What follows belongs to an exercise in optimizing a design on an open flow for small area, a short achievable clock period and few clock cycles per item; a production flow would make more cautious choices. Where RTL was checked, it was by simulation tests only, not by an equivalence proof against the original. Power figures rest on the tool's default switching activity, not on a simulated workload.

==> flow/design.v <==
package rpwl_pkg;
    localparam logic [1:0] MODE_LOAD   = 2'd0;
    localparam logic [1:0] MODE_COMMIT = 2'd1;
    localparam logic [1:0] MODE_READ   = 2'd2;
    localparam logic [1:0] MODE_CLEAR  = 2'd3;
    localparam logic [7:0] ERASED_BYTE = 8'hFF;
    typedef struct packed {
        logic [1:0] mode;
        logic [1:0] container_index;
        logic [3:0] byte_offset;
        logic [7:0] data_in;
    } cmd_t;
    typedef struct packed {
        logic [7:0] data_out;
        logic [2:0] page_slot;
        logic       last;
    } result_t;
endpackage
module rpwl_ram #(
    parameter int DEPTH = 512,
    parameter int AW    = 9
) (
    input  logic          clk,
    input  logic          we,
    input  logic [AW-1:0] waddr,
    input  logic [7:0]    wdata,
    input  logic          re,
    input  logic [AW-1:0] raddr,
    output logic [7:0]    rdata
);
    logic [7:0] mem [DEPTH];
    logic [7:0] rdata_reg;
    always_ff @(posedge clk)
    begin
        if (we)
        begin
            mem[waddr] <= wdata;
        end
        if (re)
        begin
            rdata_reg <= mem[raddr];
        end
    end
    assign rdata = rdata_reg;
endmodule
module rotating_page_wear_leveler #(
    parameter int PAGES               = 8,
    parameter int CONTAINERS_PER_PAGE = 4,
    parameter int CONTAINER_BYTES     = 16
) (
    input  logic              clk,
    input  logic              rst_n,
    input  logic              start,
    input  rpwl_pkg::cmd_t    cmd,
    output logic              busy,
    output logic              strobe,
    output rpwl_pkg::result_t result
);
    localparam int PW  = $clog2(PAGES);
    localparam int BIW = $clog2(CONTAINER_BYTES);
    localparam int CIW = $clog2(CONTAINERS_PER_PAGE);
    logic [7:0] page [CONTAINERS_PER_PAGE][CONTAINER_BYTES];
    logic [7:0] stg  [CONTAINER_BYTES];
    logic [CONTAINERS_PER_PAGE-1:0] cval_reg;
    logic [CONTAINERS_PER_PAGE-1:0] cwe_reg;
    logic [PW-1:0]                  tgt_reg;
    logic [PW-1:0]                  src_reg;
    logic                           rd_reg;
    logic                           busy_reg;
    logic [CONTAINER_BYTES-1:0]     pos_reg;
    logic [CONTAINERS_PER_PAGE-1:0] rsel_reg;
    logic [CONTAINER_BYTES-1:0]     wq_we_reg;
    logic                           wq_clr_reg;
    logic [7:0]                     wq_data_reg;
    logic                           strobe_reg;
    rpwl_pkg::result_t              result_reg;
    logic           accept, acc_load, acc_commit, acc_read, acc_clear;
    logic [7:0]     byte0, stream_byte;
    logic [7:0]     cand0 [CONTAINERS_PER_PAGE];
    assign accept     = start && !rd_reg;
    assign acc_load   = accept && (cmd.mode == rpwl_pkg::MODE_LOAD);
    assign acc_commit = accept && (cmd.mode == rpwl_pkg::MODE_COMMIT);
    assign acc_read   = accept && (cmd.mode == rpwl_pkg::MODE_READ);
    assign acc_clear  = accept && (cmd.mode == rpwl_pkg::MODE_CLEAR);
    always_comb
    begin
        for (int k = 0; k < CONTAINERS_PER_PAGE; k++)
        begin
            if (cwe_reg[k])
            begin
                cand0[k] = stg[0];
            end
            else if (cval_reg[k])
            begin
                cand0[k] = page[k][0];
            end
            else
            begin
                cand0[k] = rpwl_pkg::ERASED_BYTE;
            end
        end
    end
    assign byte0 = cand0[cmd.container_index];
    always_comb
    begin
        stream_byte = ((cval_reg & rsel_reg) == '0) ? rpwl_pkg::ERASED_BYTE : 8'h00;
        for (int k = 0; k < CONTAINERS_PER_PAGE; k++)
        begin
            for (int b = 0; b < CONTAINER_BYTES; b++)
            begin
                if (rsel_reg[k] && pos_reg[b])
                begin
                    stream_byte = stream_byte | page[k][b];
                end
            end
        end
    end
    always_ff @(posedge clk or negedge rst_n)
    begin
        if (!rst_n)
        begin
            cval_reg    <= '0;
            cwe_reg     <= '0;
            tgt_reg     <= '0;
            src_reg     <= PW'(PAGES - 1);
            rd_reg      <= 1'b0;
            busy_reg    <= 1'b0;
            wq_we_reg   <= '0;
            wq_clr_reg  <= 1'b1;
            strobe_reg  <= 1'b0;
        end
        else
        begin
            cval_reg   <= cval_reg | cwe_reg;
            cwe_reg    <= '0;
            wq_we_reg  <= '0;
            wq_clr_reg <= acc_clear;
            strobe_reg <= acc_commit || acc_read || rd_reg;
            busy_reg   <= acc_read || (rd_reg && !pos_reg[CONTAINER_BYTES-1]);
            if (acc_load)
            begin
                wq_we_reg[cmd.byte_offset] <= 1'b1;
            end
            if (acc_commit)
            begin
                cwe_reg[cmd.container_index] <= 1'b1;
                tgt_reg    <= tgt_reg + PW'(1);
                src_reg    <= tgt_reg;
            end
            if (acc_read)
            begin
                rd_reg       <= 1'b1;
                wq_we_reg[0] <= 1'b1;
            end
            if (rd_reg)
            begin
                wq_we_reg <= pos_reg;
                if (pos_reg[CONTAINER_BYTES-1])
                begin
                    rd_reg   <= 1'b0;
                end
            end
        end
    end
    always_ff @(posedge clk)
    begin
        if (rd_reg)
        begin
            pos_reg     <= {pos_reg[CONTAINER_BYTES-2:0], 1'b0};
            result_reg  <= {stream_byte, src_reg, pos_reg[CONTAINER_BYTES-1]};
            wq_data_reg <= stream_byte;
        end
        else
        begin
            result_reg  <= cmd.mode[1] ? {byte0, src_reg, 1'b0} : {8'h00, tgt_reg, 1'b1};
            wq_data_reg <= cmd.mode[1] ? byte0 : cmd.data_in;
            pos_reg     <= CONTAINER_BYTES'(2);
            rsel_reg    <= CONTAINERS_PER_PAGE'(1) << cmd.container_index;
        end
        for (int b = 0; b < CONTAINER_BYTES; b++)
        begin
            if (wq_clr_reg || wq_we_reg[b])
            begin
                stg[b] <= wq_clr_reg ? 8'h00 : wq_data_reg;
            end
        end
        for (int k = 0; k < CONTAINERS_PER_PAGE; k++)
        begin
            if (cwe_reg[k])
            begin
                for (int b = 0; b < CONTAINER_BYTES; b++)
                begin
                    page[k][b] <= stg[b];
                end
            end
        end
    end
    assign busy   = busy_reg;
    assign strobe = strobe_reg;
    assign result = result_reg;
endmodule
export LEC_CHECK = 0
export CAP_MARGIN = 20
export CORE_MARGIN = 2
export CORE_UTILIZATION = 40
export CTS_CLUSTER_DIAMETER = 100
export CTS_CLUSTER_SIZE = 26
export SLEW_MARGIN = 20
export SYNTH_MEMORY_MAX_BITS = 8192
create_clock -name core_clock -period 8.0 [get_ports {clk}]
standard.sh (not shown) runs the stock make flow with config.mk's settings and CLKGATE_MAP_FILE= SYNTH_SCRIPT=/design/flow/synth_recipe.tcl, a recipe that flattens the netlist after the stock synthesis.
==> flow/flow/run.sh <==
#!/bin/bash
set -euo pipefail
bash standard.sh finish SETUP_SLACK_MARGIN=5.6 > layout_make.log 2>&1
Testbench counts at the start, summed over its fixed seeds: cycles 23,764, items 12,000.
Change:
--- a/flow/design.v
+++ b/flow/design.v
@@ -68,16 +68,18 @@
     logic                           rd_reg;
     logic                           busy_reg;
     logic [CONTAINER_BYTES-1:0]     pos_reg;
     logic [CONTAINERS_PER_PAGE-1:0] rsel_reg;
+    logic [7:0]                     nb_reg;
     logic [CONTAINER_BYTES-1:0]     wq_we_reg;
     logic                           wq_clr_reg;
     logic [7:0]                     wq_data_reg;
     logic                           strobe_reg;
     rpwl_pkg::result_t              result_reg;
     logic           accept, acc_load, acc_commit, acc_read, acc_clear;
-    logic [7:0]     byte0, stream_byte;
+    logic [7:0]     byte0, byte1, stream_byte;
     logic [7:0]     cand0 [CONTAINERS_PER_PAGE];
+    logic [7:0]     cand1 [CONTAINERS_PER_PAGE];
     assign accept     = start && !rd_reg;
     assign acc_load   = accept && (cmd.mode == rpwl_pkg::MODE_LOAD);
     assign acc_commit = accept && (cmd.mode == rpwl_pkg::MODE_COMMIT);
     assign acc_read   = accept && (cmd.mode == rpwl_pkg::MODE_READ);
@@ -88,20 +90,24 @@
         begin
             if (cwe_reg[k])
             begin
                 cand0[k] = stg[0];
+                cand1[k] = stg[1];
             end
             else if (cval_reg[k])
             begin
                 cand0[k] = page[k][0];
+                cand1[k] = page[k][1];
             end
             else
             begin
                 cand0[k] = rpwl_pkg::ERASED_BYTE;
+                cand1[k] = rpwl_pkg::ERASED_BYTE;
             end
         end
     end
     assign byte0 = cand0[cmd.container_index];
+    assign byte1 = cand1[cmd.container_index];
     always_comb
     begin
         stream_byte = ((cval_reg & rsel_reg) == '0) ? rpwl_pkg::ERASED_BYTE : 8'h00;
         for (int k = 0; k < CONTAINERS_PER_PAGE; k++)
@@ -135,9 +141,9 @@
             cwe_reg    <= '0;
             wq_we_reg  <= '0;
             wq_clr_reg <= acc_clear;
             strobe_reg <= acc_commit || acc_read || rd_reg;
-            busy_reg   <= acc_read || (rd_reg && !pos_reg[CONTAINER_BYTES-1]);
+            busy_reg   <= acc_read || (rd_reg && !pos_reg[0]);
             if (acc_load)
             begin
                 wq_we_reg[cmd.byte_offset] <= 1'b1;
             end
@@ -153,10 +159,10 @@
                 wq_we_reg[0] <= 1'b1;
             end
             if (rd_reg)
             begin
-                wq_we_reg <= pos_reg;
-                if (pos_reg[CONTAINER_BYTES-1])
+                wq_we_reg <= {pos_reg[0], pos_reg[CONTAINER_BYTES-1:1]};
+                if (pos_reg[0])
                 begin
                     rd_reg   <= 1'b0;
                 end
             end
@@ -165,17 +171,19 @@
     always_ff @(posedge clk)
     begin
         if (rd_reg)
         begin
-            pos_reg     <= {pos_reg[CONTAINER_BYTES-2:0], 1'b0};
-            result_reg  <= {stream_byte, src_reg, pos_reg[CONTAINER_BYTES-1]};
-            wq_data_reg <= stream_byte;
+            pos_reg     <= {pos_reg[CONTAINER_BYTES-2:0], pos_reg[CONTAINER_BYTES-1]};
+            result_reg  <= {nb_reg, src_reg, pos_reg[0]};
+            wq_data_reg <= nb_reg;
+            nb_reg      <= stream_byte;
         end
         else
         begin
             result_reg  <= cmd.mode[1] ? {byte0, src_reg, 1'b0} : {8'h00, tgt_reg, 1'b1};
             wq_data_reg <= cmd.mode[1] ? byte0 : cmd.data_in;
-            pos_reg     <= CONTAINER_BYTES'(2);
+            nb_reg      <= byte1;
+            pos_reg     <= CONTAINER_BYTES'(4);
             rsel_reg    <= CONTAINERS_PER_PAGE'(1) << cmd.container_index;
         end
         for (int b = 0; b < CONTAINER_BYTES; b++)
         begin
Outcome: Design area goes up by 2.3%. Global-route usage goes up by 2.8 points. Worst setup slack hardly moves. Utilization hardly moves. Count of clock-buffer cells in the layout goes up by 11. Die area goes up by 2.5%. Hold slack loses 0.051 ns. Wire length goes up by 15%. Flip-flop and latch count goes up by 9. Non-clock buffer count goes up by 11. Total power goes up by 49%. Cell count goes up by 4.7%.
For the second run of this note, only the layout was checked, not whether the RTL still works.

what the ideal ports hide:
How much do the figures lean on ideal ports? The routed layouts below were timed once more, with nothing changed but the port constraints.
Step 1, drivers: a clkbuf_16 drives clk and a buf_2 each remaining input, both assumed.
Step 2, shift: input delay + t, output delay - t, t = (earliest + latest rising clock arrival at the registers) / 2. This alone moves slack from input paths to output paths.
a / b / c = no drivers / after step 1 / after step 2; a / b = the first two.
| run | t, ns | setup slack, ns | hold slack, ns | worst slew at a driven data input, ns | pins driven straight from the clock port |
|---|---|---|---|---|---|
| the first run | 0.674 | 5.271 / 5.213 / 5.080 | 0.501 / 0.501 / 0.501 | 0.04 | 1 |
| the second run | 0.665 | 5.269 / 5.217 / 5.006 | 0.451 / 0.451 / 0.451 | 0.10 | 1 |
After both steps every run listed still meets setup and hold. For the second run, which loses most, drivers alone change the setup slack by -0.052 ns; drivers and shift together by -0.263 ns.
